Context: an optimization exercise on an open-source flow, tuned for small area. The choices shown serve that exercise and are no tape-out recipe. In this exercise RTL edits were held to simulation tests only and were not proved equivalent to the original. Power is estimated from default activity; no workload was simulated.

## fpau_top
module fpau_top
(
	input  logic                    pclk,
	input  logic                    rst_n,
	input  logic                    psel,
	input  logic                    penable,
	input  logic                    pwrite,
	input  logic [5-1:0] paddr,
	input  fpau_pkg::fp_word_t      pwdata,
	output fpau_pkg::fp_word_t      prdata,
	output logic                    pready,
	output logic                    pslverr
);
Size in the first run: roughly 76 I/O pins, about 0.0068 mm² of cells after synthesis.
==> module fpau_top, before the edit <==
module fpau_top
(
	input  logic                    pclk,
	input  logic                    rst_n,
	input  logic                    psel,
	input  logic                    penable,
	input  logic                    pwrite,
	input  logic [5-1:0] paddr,
	input  fpau_pkg::fp_word_t      pwdata,
	output fpau_pkg::fp_word_t      prdata,
	output logic                    pready,
	output logic                    pslverr
);
	logic [31:0] opa_q;
	logic [31:0] opb_q;
	logic [31:0] opb_n;    
	assign opb_q = ~opb_n;
	logic [3:0]  op_q;
	logic        uns_q;
	logic [31:0] res_q;
	logic [31:0] res_n;    
	assign res_q = ~res_n;
	logic        done_q;
	logic        pend_q;    
	logic access, wr, wr_a, wr_b, launch;
	assign access = psel && penable;
	assign wr     = access && pwrite;
	assign wr_a   = wr && paddr == 5'h00;
	assign wr_b   = wr && paddr == 5'h04;
	assign launch = wr && paddr == 5'h08;
	assign pready  = 1'b1;
	assign pslverr = access && ((paddr[4] && paddr[3:0] != 4'd0)
		|| (pwrite && (paddr == 5'h0C || paddr == 5'h10)));
	logic rd_a, rd_b, rd_c, rd_r, rd_s;
	assign rd_a = paddr == 5'h00;
	assign rd_b = paddr == 5'h04;
	assign rd_c = paddr == 5'h08;
	assign rd_r = paddr == 5'h0C;
	assign rd_s = paddr == 5'h10;
	always_comb
	begin
		prdata = res_y | ({32{rd_r}} & res_q);
		prdata[3:0] = prdata[3:0] | ({4{rd_c}} & op_q);
		prdata[4] = prdata[4] | (rd_c && uns_q);
		prdata[0] = prdata[0] | (rd_s && done_q);
	end
	logic [31:0] res_y;
	logic [31:0] res_c;
	logic [31:0] res_b;
	logic        conv_b;
	logic        kill_b;
	fpau_unit_a u_unit_a (
		.a   (opa_q),
		.b   (opb_q),
		.op  (pwdata[3:0]),
		.uns   (pwdata[4]),
		.op_en (pwrite),
		.rd_a  (rd_a),
		.rd_b  (rd_b),
		.y     (res_y),
		.yc    (res_c)
	);
	fpau_unit_b u_unit_b (
		.s    (res_q),
		.a    (opa_q),
		.op   (op_q),
		.uns  (uns_q),
		.conv (conv_b),
		.kill (kill_b),
		.y    (res_b)
	);
	logic ld_a, hd_a, ld_b, hd_b, ld_r, hd_r;
	assign ld_a = rst_n && wr_a;
	assign hd_a = rst_n && !wr_a;
	assign ld_b = rst_n && wr_b;
	assign hd_b = rst_n && !wr_b;
	logic ld_c, hd_c;
	assign ld_c = rst_n && launch;
	assign hd_c = rst_n && !launch;
	logic fin_r;
	assign fin_r = rst_n && pend_q && conv_b && !kill_b;    
	assign ld_r = rst_n && launch;
	assign hd_r = rst_n && !launch && !(pend_q && conv_b);
	always_ff @(posedge pclk)
	begin
		opa_q  <= ({32{ld_a}} & pwdata) | ({32{hd_a}} & opa_q);
		opb_n  <= ~(({32{ld_b}} & pwdata) | ({32{hd_b}} & opb_q));
		res_n  <= ~(({32{ld_r}} & (res_y | res_c)) | ({32{fin_r}} & res_b) | ({32{hd_r}} & res_q));
		op_q   <= ({4{ld_c}} & pwdata[3:0]) | ({4{hd_c}} & op_q);
		uns_q  <= (ld_c && pwdata[4]) || (hd_c && uns_q);
		done_q <= ld_c || (hd_c && done_q);
		pend_q <= ld_c;
	end
endmodule
export LEC_CHECK = 0
export ABC_AREA = 1
export CAP_MARGIN = 20
export CORE_MARGIN = 2
export CORE_UTILIZATION = 40
export SLEW_MARGIN = 20
create_clock -name core_clock -period 10.0 [get_ports {pclk}]
standard.sh (not shown) runs the stock make flow with config.mk's settings and CLKGATE_MAP_FILE= SYNTH_SCRIPT=/design/flow/synth_recipe.tcl, a recipe that flattens the netlist after the stock synthesis.
==> flow/flow/run.sh <==
#!/bin/bash
# Own layout flow: the standard ORFS flow, with
#  - combinational logic mapped by ABC with each flow/abc_*.abc script,
#    keeping the smallest (registers come
#    from the unchanged synthesis script, so their names and cells match the
#    standard synthesis; checked below against a reference run),
#  - no half/full adder extraction (ABC maps those gates too),
#  - minimum-size port buffers,
#  - clock tree of clkbuf_8 without dummy loads.
set -euo pipefail
W=$(pwd)
F=$W/flow

# reference: the standard synthesis, in its own work folder
sed -e "s#WORK_HOME=[^ ]*#WORK_HOME=$W/orfs_ref#" standard.sh > std_ref.sh
bash std_ref.sh synth > log_ref_synth.log 2>&1

# own synthesis script: synth_recipe.tcl with ABC run once per script in
# flow/abc_*.abc, keeping the smallest mapping
{
	cat <<'EOT'
proc abc {args} {
  set i [lsearch -exact $args -script]
  set lib [lindex $args [expr {[lsearch -exact $args -liberty] + 1}]]
  design -save own_pre_abc
  set best -1
  foreach script [lsort [glob $::env(OWN_ABC_DIR)/abc_*.abc]] {
    design -load own_pre_abc
    lset args [expr {$i + 1}] $script
    yosys abc {*}$args
    set out [tee -q -s result.string stat -liberty $lib]
    regexp {Chip area for module[^:]*:\s*([0-9.]+)} $out -> area
    puts "own abc: $script area $area"
    if {$best < 0 || $area < $best} {
      set best $area
      design -save own_best_abc
    }
  }
  design -load own_best_abc
  puts "own abc: kept area $best"
}
EOT
	cat synth_recipe.tcl
} > own_synth.tcl
export OWN_ABC_DIR=$F
sed -e "s#SYNTH_SCRIPT=[^ ]*#SYNTH_SCRIPT=$W/own_synth.tcl#" standard.sh > own.sh

EXTRA=(
	"BUFFER_PORTS_ARGS=-buffer_cell sky130_fd_sc_hd__buf_1"
	"ADDER_MAP_FILE="
	"CTS_ARGS=-sink_clustering_enable -repair_clock_nets -dont_use_dummy_load -buf_list sky130_fd_sc_hd__clkbuf_8"
)
bash own.sh "${EXTRA[@]}" synth > log_own_synth.log 2>&1

# the registers must be the standard synthesis's: same names, same cells
R=orfs_ref/results/sky130hd/fpau_top/base/1_2_yosys.v
O=orfs/results/sky130hd/fpau_top/base/1_2_yosys.v
grep -E '^\s*sky130_fd_sc_hd__(df|edf|sdf)' $R | awk '{print $1, $2}' | sort > regs_ref.txt
grep -E '^\s*sky130_fd_sc_hd__(df|edf|sdf)' $O | awk '{print $1, $2}' | sort > regs_own.txt
if ! cmp -s regs_ref.txt regs_own.txt; then
	echo "register mismatch with the standard synthesis" | tee log_regcheck.log
	exit 1
fi
echo "registers match: $(wc -l < regs_own.txt)" > log_regcheck.log

bash own.sh "${EXTRA[@]}" finish > log_own_finish.log 2>&1
Other scripts of this flow, unchanged in this note and not shown: flow/flow/abc_b7.abc, flow/flow/abc_c3.abc, flow/flow/abc_d3.abc, flow/flow/abc_d3m.abc
Change:
--- a/flow/design.v
+++ b/flow/design.v
@@ -205,7 +205,9 @@
 );
 	logic [31:0] opa_q;
 	logic [31:0] opb_q;
-	logic [31:0] opb_n;    
+	logic [31:0] opa_n;    
+	logic [31:0] opb_n;
+	assign opa_q = ~opa_n;
 	assign opb_q = ~opb_n;
 	logic [3:0]  op_q;
 	logic        uns_q;
@@ -275,7 +277,7 @@
 	assign hd_r = rst_n && !launch && !(pend_q && conv_b);
 	always_ff @(posedge pclk)
 	begin
-		opa_q  <= ({32{ld_a}} & pwdata) | ({32{hd_a}} & opa_q);
+		opa_n  <= ~(({32{ld_a}} & pwdata) | ({32{hd_a}} & opa_q));
 		opb_n  <= ~(({32{ld_b}} & pwdata) | ({32{hd_b}} & opb_q));
 		res_n  <= ~(({32{ld_r}} & (res_y | res_c)) | ({32{fin_r}} & res_b) | ({32{hd_r}} & res_q));
 		op_q   <= ({4{ld_c}} & pwdata[3:0]) | ({4{hd_c}} & op_q);
What happened: The new run produced a clean layout; routed wire length came out lower by about 8%; total power came out higher by about 2.1%; critical path depth came out higher by 1; hold slack is worse by 0.0054 ns; fmax hardly moves; first-iteration DRC count came out lower by about 8%; register-to-register slack is better by 0.63 ns; clock power came out lower by about 4%; flip-flop and latch count does not change; non-clock buffer count came out lower by 7; cell count came out higher by 0.94%; sequential share of layout area stays flat.

[separate check: timing with driven ports]
In the flow no input, the clock included, has a driving cell. The finished layouts below were timed again as built, in two steps.
Step 1 sets driving cells, clkbuf_16 on the clock port and buf_2 on the other inputs (assumed; they add their load-dependent delay and slew).
Step 2 also shifts input and output timing later by t, the mid clock arrival at the registers, as if the neighbouring blocks saw the same clock.
Three values: ideal ports, drivers, drivers and shift; two values: the first two.
run	shift t [ns]	setup WS [ns]	worst hold slack (ns)
the first run	0.439	0.731 / 0.750 / 0.311	0.466 / 0.466 / 0.466
the second run	0.420	0.710 / 0.731 / 0.311	0.460 / 0.460 / 0.460
After both steps every run listed still meets setup and hold. The setup slack of the first run, which loses most, moves by +0.019 ns with the drivers and by -0.420 ns with both steps.
